What follows belongs to an exercise in optimizing a design on an open flow for small area, a short achievable clock period and few clock cycles; a production flow would make more cautious choices.
RTL that was checked went through simulation tests only; none was proved equivalent to the original.
Power is estimated from default activity; no workload was simulated.

Design cnn_layer_top, start of the top module:
module cnn_layer_top (
    input  wire                   CLK,
    input  wire                   reset_i,
    input  wire                   start_i,
    output logic                  done_o,
    output logic                  wb_cyc_o,
    output logic                  wb_stb_o,
    output logic                  wb_we_o,
    output cnn_pkg::addr_t        wb_adr_o,
    output cnn_pkg::pixel_t       wb_dat_o,
    input  wire cnn_pkg::pixel_t  wb_dat_i,
    input  wire                   wb_ack_i
);
    typedef logic [15:0] w16_t;
    function automatic w16_t smax(input w16_t a, input w16_t b);
        smax = ($signed(a) > $signed(b)) ? a : b;
    endfunction
    function automatic w16_t add16(input w16_t a, input w16_t b);
        logic [15:0] g, p, gn, pn;
        g = a & b;
        p = a ^ b;
        for (int d = 1; d < 16; d = d * 2) begin
            gn = g;
            pn = p;
            for (int i = d; i < 16; i++) begin
                gn[i] = g[i] | (p[i] & g[i-d]);
                pn[i] = p[i] & p[i-d];
            end
            g = gn;
            p = pn;
        end
        add16 = (a ^ b) ^ {g[14:0], 1'b0};
    endfunction
    logic        busy_q;
    logic        done_q;
    logic        cyc_q;
    logic        we_q;
    logic [6:0]  adr_q;
    w16_t        dat_q;
    logic        kst_q;
    logic [3:0]  lr_q;
    logic [3:0]  lc_q;
    logic        rd_done_q;
    logic        cur_k_q;      
    logic        cur_st_q;     
    logic        cur_s3_q;     
    logic        cur_w_q;      
    logic [1:0]  cur_row_q;    
    logic        rd_ack_w;     
    logic        kv_q;         
    w16_t        kq [0:8];
    w16_t        p0_q, p1_q, p2_q;
    logic [2:0]  seq_q;        
    logic [7:0]  ko_q [0:2], kw_q [0:2], kn_q [0:2];
    logic [63:0] r1_q;        
    logic [2:0]  a2_q;         
    w16_t        f1_q [0:7];
    w16_t        f2_q [0:7];
    w16_t        out_q;
    logic [2:0]  or_q, oc_q;   
  ...
Size: ~2700 cells after synthesis, ~790 flip-flops, roughly 56 I/O pins, ~37000 um2 of cells after synthesis.
Settings: LEC_CHECK=0, CAP_MARGIN=20, CORE_MARGIN=2, CORE_UTILIZATION=40, CTS_CLUSTER_DIAMETER=120, CTS_CLUSTER_SIZE=25, SLEW_MARGIN=20; clock period 11.0 ns.
standard.sh (not shown) runs the stock make flow with config.mk's settings and CLKGATE_MAP_FILE= SYNTH_SCRIPT=/design/flow/synth_recipe.tcl, a recipe that flattens the netlist after the stock synthesis.
==> flow/flow/run.sh <==
#!/bin/bash
# Layout flow: the standard ORFS flow, with two changes that leave the
# clock period and constraints as they are: timing repair aims at a setup
# slack of 7.3 ns, and the port buffers are buf_4 cells.
set -euo pipefail
bash standard.sh SETUP_SLACK_MARGIN=7.3 "BUFFER_PORTS_ARGS=-buffer_cell sky130_fd_sc_hd__buf_4" finish > standard.log 2>&1
Testbench counts at the start, summed over its fixed seeds: cycles 11,904.
Edit:
--- a/flow/design.v
+++ b/flow/design.v
@@ -896,20 +896,19 @@
         sh_cnt = 3'(sh_q[0]) + 3'(sh_q[1]) + 3'(sh_q[2]);
     end
     logic c_now_w, p_now_w, c_avail_w, p_avail_w;
     assign c_now_w   = a2_q[2] && (or_n[2] || oc_n[2]);
     assign p_now_w   = pv_q && or_q[0];
     assign c_avail_w = c_pend_q || c_now_w;
     assign p_avail_w = p_pend_q || p_now_w;
-    logic rd_base_w, nxt_s3_w, defer_w;
+    logic rd_base_w, defer_w;
     assign rd_base_w = busy_q && !rd_done_q && !(cyc_q && cur_s3_q) && (sh_cnt <= 3'd1);
-    assign nxt_s3_w  = !kst_q && (lc_q >= 4'd2) && (lr_q >= 4'd2);
     always_comb begin
         defer_w = 1'b0;
-        if (rd_base_w && nxt_s3_w && !seq_q[2]) begin
+        if (rd_base_w && !seq_q[2]) begin
             if (c_now_w && !c_pend_q && !p_avail_w)                  defer_w = 1'b1;
             if (c_pend_q && !c_now_w && !a2_q[2] && !p_avail_w)      defer_w = 1'b1;
             if (p_avail_w && !(p_pend_q && p_now_w) && !c_avail_w &&
                 !a2_q[2] && !ov_q)                                   defer_w = 1'b1;
         end
     end
     assign rd_ok    = rd_base_w && ((!c_avail_w && !p_avail_w) || defer_w);
=> First-iteration DRC count increases by 7.2%. Design area goes up by 0.66%. Core utilization grows by 0.36 points. Worst hold slack gets worse by 0.0056 ns. Count of clock-buffer cells in the layout goes down by 1. Clock power fell by about 2%. Total power came out higher by about 4.5%. Non-clock buffer count came out higher by 17. Worst setup slack degrades by 0.057 ns. Clock skew goes up by 0.015 ns. Cell count grows by 0.88%. Global-route usage stays flat. Fmax fell by 1.5%.
For the second run of this note, only the layout was checked, not whether the RTL still works.

* * *

Setup of main:
cnn_layer_top, a different RTL version from the one above (not shown whole).
Size in the first run: roughly 2800 cells after synthesis, roughly 780 flip-flops, ~0.037 mm² of cells after synthesis.
Settings: LEC_CHECK=0, CAP_MARGIN=20, CORE_MARGIN=2, CORE_UTILIZATION=40, CTS_CLUSTER_DIAMETER=120, CTS_CLUSTER_SIZE=25, SLEW_MARGIN=20; clock period 11.0 ns.
Scripts as last shown in full above: flow/flow/run.sh
Setup changes, main to the feature branch
diff --git a/flow/design.v b/flow/design.v
--- a/flow/design.v
+++ b/flow/design.v
@@ -867,21 +867,23 @@
     logic [7:0]  ko_q [0:2], kw_q [0:2], kn_q [0:2];
     logic [63:0] r1_q;        
     logic [2:0]  a2_q;         
     w16_t        f1_q [0:7];
     w16_t        f2_q [0:7];
     w16_t        out_q;
     logic [2:0]  or_q, oc_q;   
     logic        ov_q;
     w16_t        hm_q;
     w16_t        pm_q [0:3];
-    logic [3:0]  pa_q;         
+    logic [6:0]  pa_q;         
+    logic [6:0]  pn_q;         
+    logic [6:0]  ca_q, cn_q;   
     logic [6:0]  ra_q;         
     w16_t        ad_q;         
     logic        c_pend_q, p_pend_q;
     logic [4:0]  sh_q;
     logic free_w;
     logic launch_c, launch_p, launch_r, launch_any;
     logic rd_ok;
     logic [2:0] sh_cnt;
     assign free_w = !cyc_q || wb_ack_i;
     assign rd_ack_w = cyc_q && wb_ack_i && !we_q;
@@ -908,32 +910,24 @@
             if (c_pend_q && !c_now_w && !a2_q[2] && !p_avail_w)      defer_w = 1'b1;
             if (p_avail_w && !(p_pend_q && p_now_w) && !c_avail_w &&
                 !a2_q[2] && !ov_q)                                   defer_w = 1'b1;
         end
     end
     assign rd_ok    = rd_base_w && ((!c_avail_w && !p_avail_w) || defer_w);
     assign launch_c = busy_q && c_avail_w && !defer_w;
     assign launch_p = busy_q && !c_avail_w && p_avail_w && !defer_w;
     assign launch_r = rd_ok;
     assign launch_any = launch_c || launch_p || launch_r;
-    function automatic logic [6:0] img_adr(input logic [2:0] r, input logic [2:0] c);
-        img_adr = 7'(18) + {1'b0, r, 3'b000} + {3'b000, r, 1'b0} + {4'b0000, c};
-    endfunction
-    logic [6:0] ca_w, cn_w, pn_w, pa_w;
-    assign ca_w = img_adr(or_q, oc_q);
-    assign cn_w = img_adr(or_n, oc_n);
-    assign pn_w = img_adr({1'b0, or_q[2:1]}, {1'b0, oc_q[2:1]});
-    assign pa_w = img_adr({1'b0, pa_q[3:2]}, {1'b0, pa_q[1:0]});
     logic [6:0] nxt_adr_w;
     always_comb begin
-        if (launch_c)      nxt_adr_w = c_pend_q ? ca_w : cn_w;
-        else if (launch_p) nxt_adr_w = p_pend_q ? pa_w : pn_w;
+        if (launch_c)      nxt_adr_w = c_pend_q ? ca_q : cn_q;
+        else if (launch_p) nxt_adr_w = p_pend_q ? pa_q : pn_q;
         else               nxt_adr_w = ra_q;
     end
     logic h2_w, h1_w, h0_w;
     assign h2_w = seq_q[2];
     assign h1_w = seq_q[1] && !seq_q[2];
     assign h0_w = seq_q[0] && !seq_q[1];
     logic [2:0] seq_d;
     always_comb begin
         if (rd_ack_w && !cur_k_q && cur_st_q)
             seq_d = (cur_row_q == 2'd0) ? 3'b001 : (cur_row_q == 2'd1) ? 3'b011 : 3'b111;
@@ -1007,20 +1001,21 @@
                 lr_q      <= 4'd0;
                 lc_q      <= 4'd1;
                 rd_done_q <= 1'b0;
                 cur_k_q   <= 1'b1;
                 cur_st_q  <= 1'b0;
                 cur_s3_q  <= 1'b0;
                 cur_w_q   <= 1'b0;
                 cur_row_q <= 2'd0;
                 or_q      <= 3'd7;
                 oc_q      <= 3'd7;
+                cn_q      <= 7'(18);
                 ra_q      <= 7'd1;
                 sh_q      <= '0;
             end else if (busy_q) begin
                 sh_q <= {sh_q[3:0], cyc_q && wb_ack_i && cur_w_q};
                 if (free_w) begin
                     cyc_q <= launch_any;
                     we_q  <= launch_c || launch_p;
                     if (launch_r) begin
                         ra_q      <= (ra_q == 7'd8) ? 7'(18) : ra_q + 7'd1;
                         cur_k_q   <= kst_q;
@@ -1048,20 +1043,23 @@
                         cur_w_q  <= 1'b0;
                     end
                 end
             end
             seq_q <= seq_d;
             a2_q  <= {h2_w, h1_w, h0_w};
             ov_q <= a2_q[2];
             if (a2_q[2]) begin
                 or_q <= or_n;
                 oc_q <= oc_n;
+                ca_q <= cn_q;
+                cn_q <= (oc_n == 3'd7) ? cn_q + 7'd3 : cn_q + 7'd1;
+                pn_q <= 7'(18) + {1'b0, or_n[2:1], 3'b000} + {3'b000, or_n[2:1], 1'b0} + {5'b0, oc_n[2:1]};
             end
             if (free_w && launch_c) c_pend_q <= c_pend_q && c_now_w;
             else if (c_now_w)       c_pend_q <= 1'b1;
             if (free_w && launch_p) p_pend_q <= p_pend_q && p_now_w;
             else if (p_now_w)       p_pend_q <= 1'b1;
         end
     end
     always_ff @(posedge CLK) begin
         if (free_w && launch_any) begin
             adr_q <= nxt_adr_w;
@@ -1097,21 +1095,21 @@
         end
         if (a2_q[0]) begin
             for (int i = 0; i < 7; i++) f1_q[i] <= f1_q[i+1];
             f1_q[7] <= sum_w;
         end
         x_q <= smax(pm_q[0], hm_q);
         if (ov_q && !oc_q[0]) hm_q <= out_q;
         if (ov_q && oc_q[0]) begin
             for (int i = 0; i < 3; i++) pm_q[i] <= pm_q[i+1];
             pm_q[3] <= or_q[0] ? pr_w : m_w;
-            if (or_q[0]) pa_q <= {or_q[2:1], oc_q[2:1]};
+            if (or_q[0]) pa_q <= pn_q;
         end
     end
     assign done_o   = done_q;
     assign wb_cyc_o = cyc_q;
     assign wb_stb_o = cyc_q;
     assign wb_we_o  = we_q;
     assign wb_adr_o = {9'd0, adr_q};
     assign wb_dat_o = dat_q;
 endmodule
 `default_nettype wire
Results
Summary of the feature branch over main: via count did not really move, synthesis-to-finish area growth did not really move, largest stage delay on the critical path did not really move.
Higher post-route clock period utilization was reported by the feature branch, not main.
A critical path's slowest cell of edfxtp_1 is what main shows, while fa_1 belongs to the feature branch.
Looking at count of inserted antenna diode cells across the feature branch and main, the one that comes out higher is main.
Function was not checked in any run of this note: the RTL went through the layout flow alone.

==> what the ideal ports hide <==
The flow's constraints put no driver on any port. The routed layouts listed below were extracted and timed again, unchanged, in two steps.
Step 1, drivers: a clkbuf_16 drives CLK and a buf_2 each remaining input, both assumed.
Step 2 times the ports against the registers' clock, not the clock port: input delays grow and output delays shrink by t, the midpoint of the rising clock arrivals with the driver on.
Slacks: ideal / step 1 / step 2; pairs: ideal / step 1.
run | shift t [ns] | setup slack, ns | worst setup path after step 2 | worst slew at a driven data input, ns
the first run of note 1 | 0.671 | 7.304 / 7.304 / 6.847 | input to register | 0.05
the second run of note 1 | 0.692 | 7.247 / 7.247 / 6.838 | input to register | 0.04
main | 0.687 | 7.351 / 7.351 / 7.136 | input to register | 0.04
the feature branch | 0.689 | 7.295 / 7.295 / 7.105 | input to register | 0.05
After both steps setup and hold are still met in every run listed. The setup slack of the first run of note 1, which loses most, moves by 0.000 ns with the drivers and by -0.457 ns with both steps.
